Background: an optimization exercise with open tools, aiming at small area and a short achievable clock period. Do not read the settings as production practice. Function was checked by simulation only, so behaviour that the tests miss may differ from the original. Power figures rest on the tool's default switching activity, not on a simulated workload.

north:
==> flow/design.v <==
package block_transposer_pkg;
    typedef logic [16-1:0] data_t;
    typedef logic [6-1:0] elem_idx_t;
    typedef struct packed {
        logic  valid;
        data_t data;
    } sample_t;
    typedef struct packed {
        logic orient;    
        logic primed;    
    } steer_t;
    typedef enum logic {
        FILL   = 1'b0,
        STREAM = 1'b1
    } ctrl_state_e;
endpackage
`timescale 1ns/1ps
module elem_counter (
    input  logic                            clk,
    input  logic                            rst_n,
    input  logic                            step,
    output logic [8-1:0]          lane_oh,
    output logic                            primed
);
    localparam block_transposer_pkg::elem_idx_t LAST_IDX = {6{1'b1}};
    block_transposer_pkg::elem_idx_t idx_q;
    block_transposer_pkg::elem_idx_t idx_nxt;
    logic                            orient_q;
    logic                            orient_nxt;
    logic                            primed_q;
    logic                            primed_nxt;
    logic [8-1:0]          lane_oh_q;
    logic [3-1:0]            lane_nxt;
    logic                            last;
    assign last = step && (idx_q == LAST_IDX);
    always_comb
    begin
        idx_nxt    = idx_q;
        orient_nxt = orient_q;
        primed_nxt = primed_q;
        if (step)
        begin
            idx_nxt = idx_q + 1'b1;    
        end
        if (last)
        begin
            orient_nxt = ~orient_q;    
            primed_nxt = 1'b1;
        end
        lane_nxt = orient_nxt ? idx_nxt[6-1 -: 3] : idx_nxt[3-1:0];
    end
    always_ff @(posedge clk or negedge rst_n)
    begin
        if (!rst_n)
        begin
            idx_q     <= '0;
            orient_q  <= 1'b0;
            primed_q  <= 1'b0;
            lane_oh_q <= 8'(1);
        end
        else
        begin
            idx_q     <= idx_nxt;
            orient_q  <= orient_nxt;
            primed_q  <= primed_nxt;
            for (int l = 0; l < 8; l++)
            begin
                lane_oh_q[l] <= (lane_nxt == l[3-1:0]);
            end
        end
    end
    assign lane_oh = lane_oh_q;
    assign primed  = primed_q;
endmodule
`timescale 1ns/1ps
module transpose_ctrl (
    input  logic clk,
    input  logic rst_n,
    input  logic step,
    input  logic primed,
    output logic out_valid
);
    logic valid_q;
    always_ff @(posedge clk or negedge rst_n)
    begin
        if (!rst_n)
        begin
            valid_q <= 1'b0;
        end
        else
        begin
            valid_q <= step && primed;
        end
    end
    assign out_valid = valid_q;
endmodule
`timescale 1ns/1ps
module transpose_ram (
    input  logic                        clk,
    input  logic                        step,
    input  block_transposer_pkg::data_t in_data,
    input  logic [8-1:0]      lane_oh,
    output block_transposer_pkg::data_t out_data
);
    localparam int DIM = 8;
    block_transposer_pkg::data_t lane_q [DIM][DIM];    
    block_transposer_pkg::data_t head;
    block_transposer_pkg::data_t rd_data_q;
    always_ff @(posedge clk)
    begin
        for (int l = 0; l < DIM; l++)
        begin
            if (step && lane_oh[l])
            begin
                for (int s = 0; s < DIM-1; s++)
                begin
                    lane_q[l][s] <= lane_q[l][s+1];
                end
                lane_q[l][DIM-1] <= in_data;
            end
        end
    end
    always_comb
    begin
        head = '0;
        for (int l = 0; l < DIM; l++)
        begin
            head = head | (lane_q[l][0] & {16{lane_oh[l]}});
        end
    end
    always_ff @(posedge clk)
    begin
        rd_data_q <= head;
    end
    assign out_data = rd_data_q;
endmodule
`timescale 1ns/1ps
module block_transposer (
    input  logic        clk,
    input  logic        rst_n,
    input  logic        in_valid,
    input  logic [15:0] in_data,
    output logic        out_valid,
    output logic [15:0] out_data
);
    logic [8-1:0] lane_oh;
    logic                   primed;
    elem_counter elem_counter_i (
        .clk     (clk),
        .rst_n   (rst_n),
        .step    (in_valid),
        .lane_oh (lane_oh),
        .primed  (primed)
    );
    transpose_ctrl transpose_ctrl_i (
        .clk       (clk),
        .rst_n     (rst_n),
        .step      (in_valid),
        .primed    (primed),
        .out_valid (out_valid)
    );
    transpose_ram transpose_ram_i (
        .clk      (clk),
        .step     (in_valid),
        .in_data  (in_data),
        .lane_oh  (lane_oh),
        .out_data (out_data)
    );
endmodule
==> flow/config.mk <==
export PLATFORM = sky130hd
export DESIGN_NAME = block_transposer
export DESIGN_NICKNAME = block_transposer
export VERILOG_FILES = /design/flow/design.v
export SDC_FILE = /design/flow/constraint.sdc
export NUM_CORES = 4
export LEC_CHECK = 0
export CAP_MARGIN = 20
export CORE_MARGIN = 2
export CORE_UTILIZATION = 60
export CTS_BUF_LIST = sky130_fd_sc_hd__clkbuf_16
export CTS_CLUSTER_DIAMETER = 70
export CTS_CLUSTER_SIZE = 32
export SETUP_SLACK_MARGIN = 1.9
export SLEW_MARGIN = 20
==> flow/constraint.sdc <==
create_clock -name core_clock -period 3.7 [get_ports {clk}]
set_input_delay 0.7400 -clock core_clock [delete_from_list [all_inputs] [get_ports {clk}]]
set_output_delay 0.7400 -clock core_clock [all_outputs]
set_load 0.01 [all_outputs]
run.sh (not shown) runs the stock make flow with config.mk's settings and CLKGATE_MAP_FILE= SYNTH_SCRIPT=/design/flow/synth_recipe.tcl, a recipe that flattens the netlist after the stock synthesis.
What middle does differently from north at the input level:
- removing CTS_CLUSTER_DIAMETER (formerly 70)
- removing CTS_CLUSTER_SIZE (formerly 32)
- changing CORE_UTILIZATION from 60 to 40
- removing CTS_BUF_LIST (formerly sky130_fd_sc_hd__clkbuf_16)
### Flow results
middle was carried through to the last stage, and its layout satisfied the timing, DRC and antenna checks. Compared with north, clock power in middle increased by more than half. The highest-utilization routing layer at the global route stage comes out met2 in one run and met1 in the other, namely in middle and north respectively. Side by side, count of filler cells inserted in the layout turned out higher in middle than in north. Going from north to middle, minimum setup slack in the final design fell by 0.037 ns; count of cells resized by post-cts repair has decreased; routed via count divided by cell count decreased about 14%; fmax shrank by 2.0%.

==> port drivers added, routing unchanged <==
Ports are ideal in the flow. The routed layouts listed here were re-timed in OpenROAD.
Step 1, drivers: a clkbuf_16 drives clk and a buf_2 each remaining input, both assumed.
Step 2 times the ports against the registers' clock, not the clock port: input delays grow and output delays shrink by t, the midpoint of the rising clock arrivals with the driver on.
Slacks: no drivers / after step 1 / after step 2; pairs: no drivers / after step 1.
run	shift t [ns]	slack for setup (ns)	pins driven straight from the clock port
north	0.655	1.858 / 1.804 / 1.285	1
middle	0.700	1.821 / 1.764 / 1.354	1
After both steps setup and hold are still met in every run listed. The setup slack of north, which loses most, moves by -0.054 ns with the drivers and by -0.573 ns with both steps.
